This is an optimization exercise on Yosys and OpenROAD, whose aim is small area and a short achievable clock period, not a production implementation. The RTL was checked by simulation tests, not by an equivalence proof against the original design. Power is estimated from default activity; no workload was simulated.

delta:
==> flow/design.v <==
module mem_port_arbiter (
  input  logic        clk,
  input  logic        rst,
  input  logic        req_0_vld_in,
  input  logic [47:0] req_0_address_in,
  output logic        req_0_afull_out,
  input  logic        req_1_vld_in,
  input  logic [47:0] req_1_address_in,
  output logic        req_1_afull_out,
  input  logic        req_2_vld_in,
  input  logic [47:0] req_2_address_in,
  output logic        req_2_afull_out,
  input  logic        rsp_0_afull_in,
  output logic        rsp_0_write_en_out,
  output logic [63:0] rsp_0_data_out,
  input  logic        rsp_1_afull_in,
  output logic        rsp_1_write_en_out,
  output logic [63:0] rsp_1_data_out,
  input  logic        rsp_2_afull_in,
  output logic        rsp_2_write_en_out,
  output logic [63:0] rsp_2_data_out,
  input  logic        mem_rq_afull_in,
  output logic        mem_rq_vld_out,
  output logic [47:0] mem_rq_address_out,
  output logic        mem_rs_afull_out,
  input  logic        mem_rs_write_en_in,
  input  logic [63:0] mem_rs_data_in,
  output logic        idle_out,
  output logic        err_out
);
  localparam int NREQ = 3;
  localparam int AW   = 48;
  localparam int DW   = 64;
  localparam int IND  = 16;
  localparam int TAGD = 64;
  logic [NREQ-1:0] push_vld;
  logic [AW-1:0]   push_addr [NREQ];
  assign push_vld     = {req_2_vld_in, req_1_vld_in, req_0_vld_in};
  assign push_addr[0] = req_0_address_in;
  assign push_addr[1] = req_1_address_in;
  assign push_addr[2] = req_2_address_in;
  logic [AW-1:0]   in_mem [NREQ][IND];
  logic [4:0]      in_wr_ptr [NREQ];
  logic [4:0]      in_rd_ptr [NREQ];
  logic [4:0]      in_occ    [NREQ];
  logic [NREQ-1:0] in_nonempty, in_full, push_ok, pop, in_up, in_dn, req_afull;
  always_comb begin
    for (int r = 0; r < NREQ; r++) begin
      in_occ[r]  = in_wr_ptr[r] - in_rd_ptr[r];
      push_ok[r] = push_vld[r] & ~in_full[r];
    end
  end
  logic [1:0]      last_id;
  logic [1:0]      cand;
  logic [NREQ-1:0] cand_oh;
  logic            any_nonempty;
  logic            grant_vld;
  logic            tag_full;
  always_comb begin
    case (last_id)
      2'd0:    cand = in_nonempty[1] ? 2'd1 : (in_nonempty[2] ? 2'd2 : 2'd0);
      2'd1:    cand = in_nonempty[2] ? 2'd2 : (in_nonempty[0] ? 2'd0 : 2'd1);
      default: cand = in_nonempty[0] ? 2'd0 : (in_nonempty[1] ? 2'd1 : 2'd2);
    endcase
    for (int r = 0; r < NREQ; r++) cand_oh[r] = (cand == 2'(r));
  end
  assign any_nonempty = |in_nonempty;
  assign grant_vld    = ~mem_rq_afull_in & ~tag_full & any_nonempty;
  always_comb begin
    for (int r = 0; r < NREQ; r++) begin
      pop[r]   = ~mem_rq_afull_in & ~tag_full & cand_oh[r] & in_nonempty[r];
      in_up[r] = push_ok[r] & ~pop[r];
      in_dn[r] = pop[r] & ~push_ok[r];
    end
  end
  always_ff @(posedge clk) begin
    for (int r = 0; r < NREQ; r++) begin
      for (int e = 0; e < IND; e++) begin
        if (!in_full[r] && in_wr_ptr[r][3:0] == 4'(e)) in_mem[r][e] <= push_addr[r];
      end
    end
  end
  always_ff @(posedge clk) begin
    if (rst) begin
      for (int r = 0; r < NREQ; r++) begin
        in_wr_ptr[r] <= '0;
        in_rd_ptr[r] <= '0;
      end
      in_nonempty <= '0;
      in_full     <= '0;
      req_afull   <= '0;
    end else begin
      for (int r = 0; r < NREQ; r++) begin
        if (push_ok[r]) in_wr_ptr[r] <= in_wr_ptr[r] + 5'd1;
        if (pop[r])     in_rd_ptr[r] <= in_rd_ptr[r] + 5'd1;
        if (in_up[r]) begin
          in_nonempty[r] <= 1'b1;
          in_full[r]     <= (in_occ[r] == 5'd15);
          req_afull[r]   <= (in_occ[r] >= 5'd11);
        end else if (in_dn[r]) begin
          in_nonempty[r] <= (in_occ[r] != 5'd1);
          in_full[r]     <= 1'b0;
          req_afull[r]   <= (in_occ[r] >= 5'd13);
        end else begin
          req_afull[r]   <= (in_occ[r] >= 5'd12);
        end
      end
    end
  end
  logic [IND-1:0] rd_oh [NREQ];
  logic [AW-1:0]  head  [NREQ];
  logic [AW-1:0]  pick;
  always_ff @(posedge clk) begin
    for (int r = 0; r < NREQ; r++) begin
      if (rst)         rd_oh[r] <= IND'(1);
      else if (pop[r]) rd_oh[r] <= {rd_oh[r][IND-2:0], rd_oh[r][IND-1]};
    end
  end
  always_comb begin
    pick = '0;
    for (int r = 0; r < NREQ; r++) begin
      head[r] = '0;
      for (int e = 0; e < IND; e++) begin
        head[r] = head[r] | ({AW{rd_oh[r][e]}} & in_mem[r][e]);
      end
      pick = pick | ({AW{cand_oh[r]}} & head[r]);
    end
  end
  logic          rq_vld;
  logic [AW-1:0] rq_addr;
  always_ff @(posedge clk) begin
    rq_addr <= pick;
  end
  always_ff @(posedge clk) begin
    if (rst) begin
      rq_vld  <= 1'b0;
      last_id <= 2'd2;
    end else begin
      rq_vld <= grant_vld;
      if (grant_vld) last_id <= cand;
    end
  end
  logic [1:0] tag_mem [TAGD];
  logic [6:0] tag_wr_ptr, tag_rd_ptr, tag_occ;
  logic       tag_nonempty, tag_pop, tag_up, tag_dn, rs_orphan;
  logic [1:0] tag_head;
  assign tag_occ   = tag_wr_ptr - tag_rd_ptr;
  assign tag_pop   = mem_rs_write_en_in & tag_nonempty;
  assign rs_orphan = mem_rs_write_en_in & ~tag_nonempty;
  assign tag_up    = grant_vld & ~tag_pop;
  assign tag_dn    = tag_pop & ~grant_vld;
  assign tag_head  = tag_mem[tag_rd_ptr[5:0]];
  always_ff @(posedge clk) begin
    for (int e = 0; e < TAGD; e++) begin
      if (!tag_full && tag_wr_ptr[5:0] == 6'(e)) tag_mem[e] <= cand;
    end
  end
  always_ff @(posedge clk) begin
    if (rst) begin
      tag_wr_ptr   <= '0;
      tag_rd_ptr   <= '0;
      tag_nonempty <= 1'b0;
      tag_full     <= 1'b0;
    end else begin
      if (grant_vld) tag_wr_ptr <= tag_wr_ptr + 7'd1;
      if (tag_pop)   tag_rd_ptr <= tag_rd_ptr + 7'd1;
      if (tag_up) begin
        tag_nonempty <= 1'b1;
        tag_full     <= (tag_occ == 7'd63);
      end else if (tag_dn) begin
        tag_nonempty <= (tag_occ != 7'd1);
        tag_full     <= 1'b0;
      end
    end
  end
  logic [NREQ-1:0] rsp_we;
  logic [DW-1:0]   rsp_data;
  logic            err, rs_afull, idle;
  always_ff @(posedge clk) begin
    rsp_data <= mem_rs_data_in;
  end
  always_ff @(posedge clk) begin
    if (rst) begin
      rsp_we   <= '0;
      err      <= 1'b0;
      rs_afull <= 1'b0;
      idle     <= 1'b1;
    end else begin
      for (int r = 0; r < NREQ; r++) rsp_we[r] <= tag_pop & (tag_head == 2'(r));
      err      <= err | (|(push_vld & in_full)) | rs_orphan;
      rs_afull <= rsp_0_afull_in | rsp_1_afull_in | rsp_2_afull_in;
      idle     <= ~tag_nonempty & ~any_nonempty & ~(|push_vld);
    end
  end
  assign req_0_afull_out    = req_afull[0];
  assign req_1_afull_out    = req_afull[1];
  assign req_2_afull_out    = req_afull[2];
  assign rsp_0_write_en_out = rsp_we[0];
  assign rsp_1_write_en_out = rsp_we[1];
  assign rsp_2_write_en_out = rsp_we[2];
  assign rsp_0_data_out     = rsp_data;
  assign rsp_1_data_out     = rsp_data;
  assign rsp_2_data_out     = rsp_data;
  assign mem_rq_vld_out     = rq_vld;
  assign mem_rq_address_out = rq_addr;
  assign mem_rs_afull_out   = rs_afull;
  assign idle_out           = idle;
  assign err_out            = err;
endmodule
Settings: LEC_CHECK=0, ABC_AREA=1, CAP_MARGIN=20, CORE_MARGIN=2, CORE_UTILIZATION=60, CTS_CLUSTER_DIAMETER=150, CTS_CLUSTER_SIZE=30, SETUP_SLACK_MARGIN=4, SLEW_MARGIN=20; clock period 6.0 ns.
run.sh (not shown) runs the stock make flow with config.mk's settings and CLKGATE_MAP_FILE= SYNTH_SCRIPT=/design/flow/synth_recipe.tcl, a recipe that flattens the netlist after the stock synthesis.
Relative to delta, the following input files were edited for gamma:
Settings: changing SETUP_SLACK_MARGIN from 4 to 3.7.
==> flow/flow/run.sh (new file) <==
#!/bin/bash
# The standard layout (the standard.sh, unchanged synthesis), except
# that the port buffers are the smallest buffer cell. Each stage's output
# goes to its own log file in this folder.
set -euo pipefail
PORTBUF="BUFFER_PORTS_ARGS=-buffer_cell sky130_fd_sc_hd__buf_1"
bash standard.sh synth > synth.log 2>&1
bash standard.sh "$PORTBUF" floorplan > floorplan.log 2>&1
bash standard.sh "$PORTBUF" place > place.log 2>&1
bash standard.sh "$PORTBUF" cts > cts.log 2>&1
bash standard.sh "$PORTBUF" route > route.log 2>&1
bash standard.sh "$PORTBUF" finish > finish.log 2>&1
test -f out/final.def
==> flow/standard.sh (new file) <==
#!/bin/bash
# synth_recipe.tcl (not shown) runs the flow's synth.tcl, then flattens the netlist and writes it again
# the make line also repeats each setting of config.mk as NAME=value (left out here)
make -C /OpenROAD-flow-scripts/flow DESIGN_CONFIG=/design/flow/config.mk WORK_HOME=/design/flow/orfs CLKGATE_MAP_FILE= SYNTH_SCRIPT=/design/flow/synth_recipe.tcl "${@:-finish}"
removed: flow/run.sh
### Flow results
Compared with delta, gamma shows final standard cell utilization of the core lower by 3.7 points.
Going from delta to gamma, relative contribution of sequential cells to total power increased by 2.9 points relative to the old numbers; flip-flop and latch count neither gained nor lost much; post-route fraction of the period consumed by the critical path stayed essentially flat; number of standard cells in the layout, taps in and fillers out lost 2.5%.
Comparing number of antenna violations at the first check in global routing for gamma and delta, the smaller number came from gamma.
Final critical delay including setup and external delays ended up 0.0063 ns higher on gamma than on delta.
Diff gamma..delta | clock latency on the worst-skew pair | negligible
On routed wire length, the lower figure sits with gamma, not delta.
Re number of clock-tree buffers in the layout: gamma and delta aren't equal, and the higher value belongs to delta.
When gamma is measured against delta, its total combinational power turns out about 20% lower.

-- what the ideal ports hide --
The results above use ideal ports. As a check the final layouts listed here were re-extracted and re-timed, cells and wires unchanged. Step 1 assumes that a clkbuf_16 drives the clock port and a buf_2 every other input. Step 2, shift: input delay + t, output delay - t, t = (earliest + latest rising clock arrival at the registers) / 2. This alone moves slack from input paths to output paths. Three values: ideal ports, drivers, drivers and shift; two values: the first two.
run	shift t [ns]	slack for setup (ns)	slew at the worst register clock pin (ns)
delta	0.851	3.469 / 3.386 / 3.216	0.12 / 0.12
gamma	0.853	3.463 / 3.370 / 3.084	0.12 / 0.12
After both steps setup and hold are still met in every run listed. The setup slack of gamma, which loses most, moves by -0.093 ns with the drivers and by -0.379 ns with both steps.
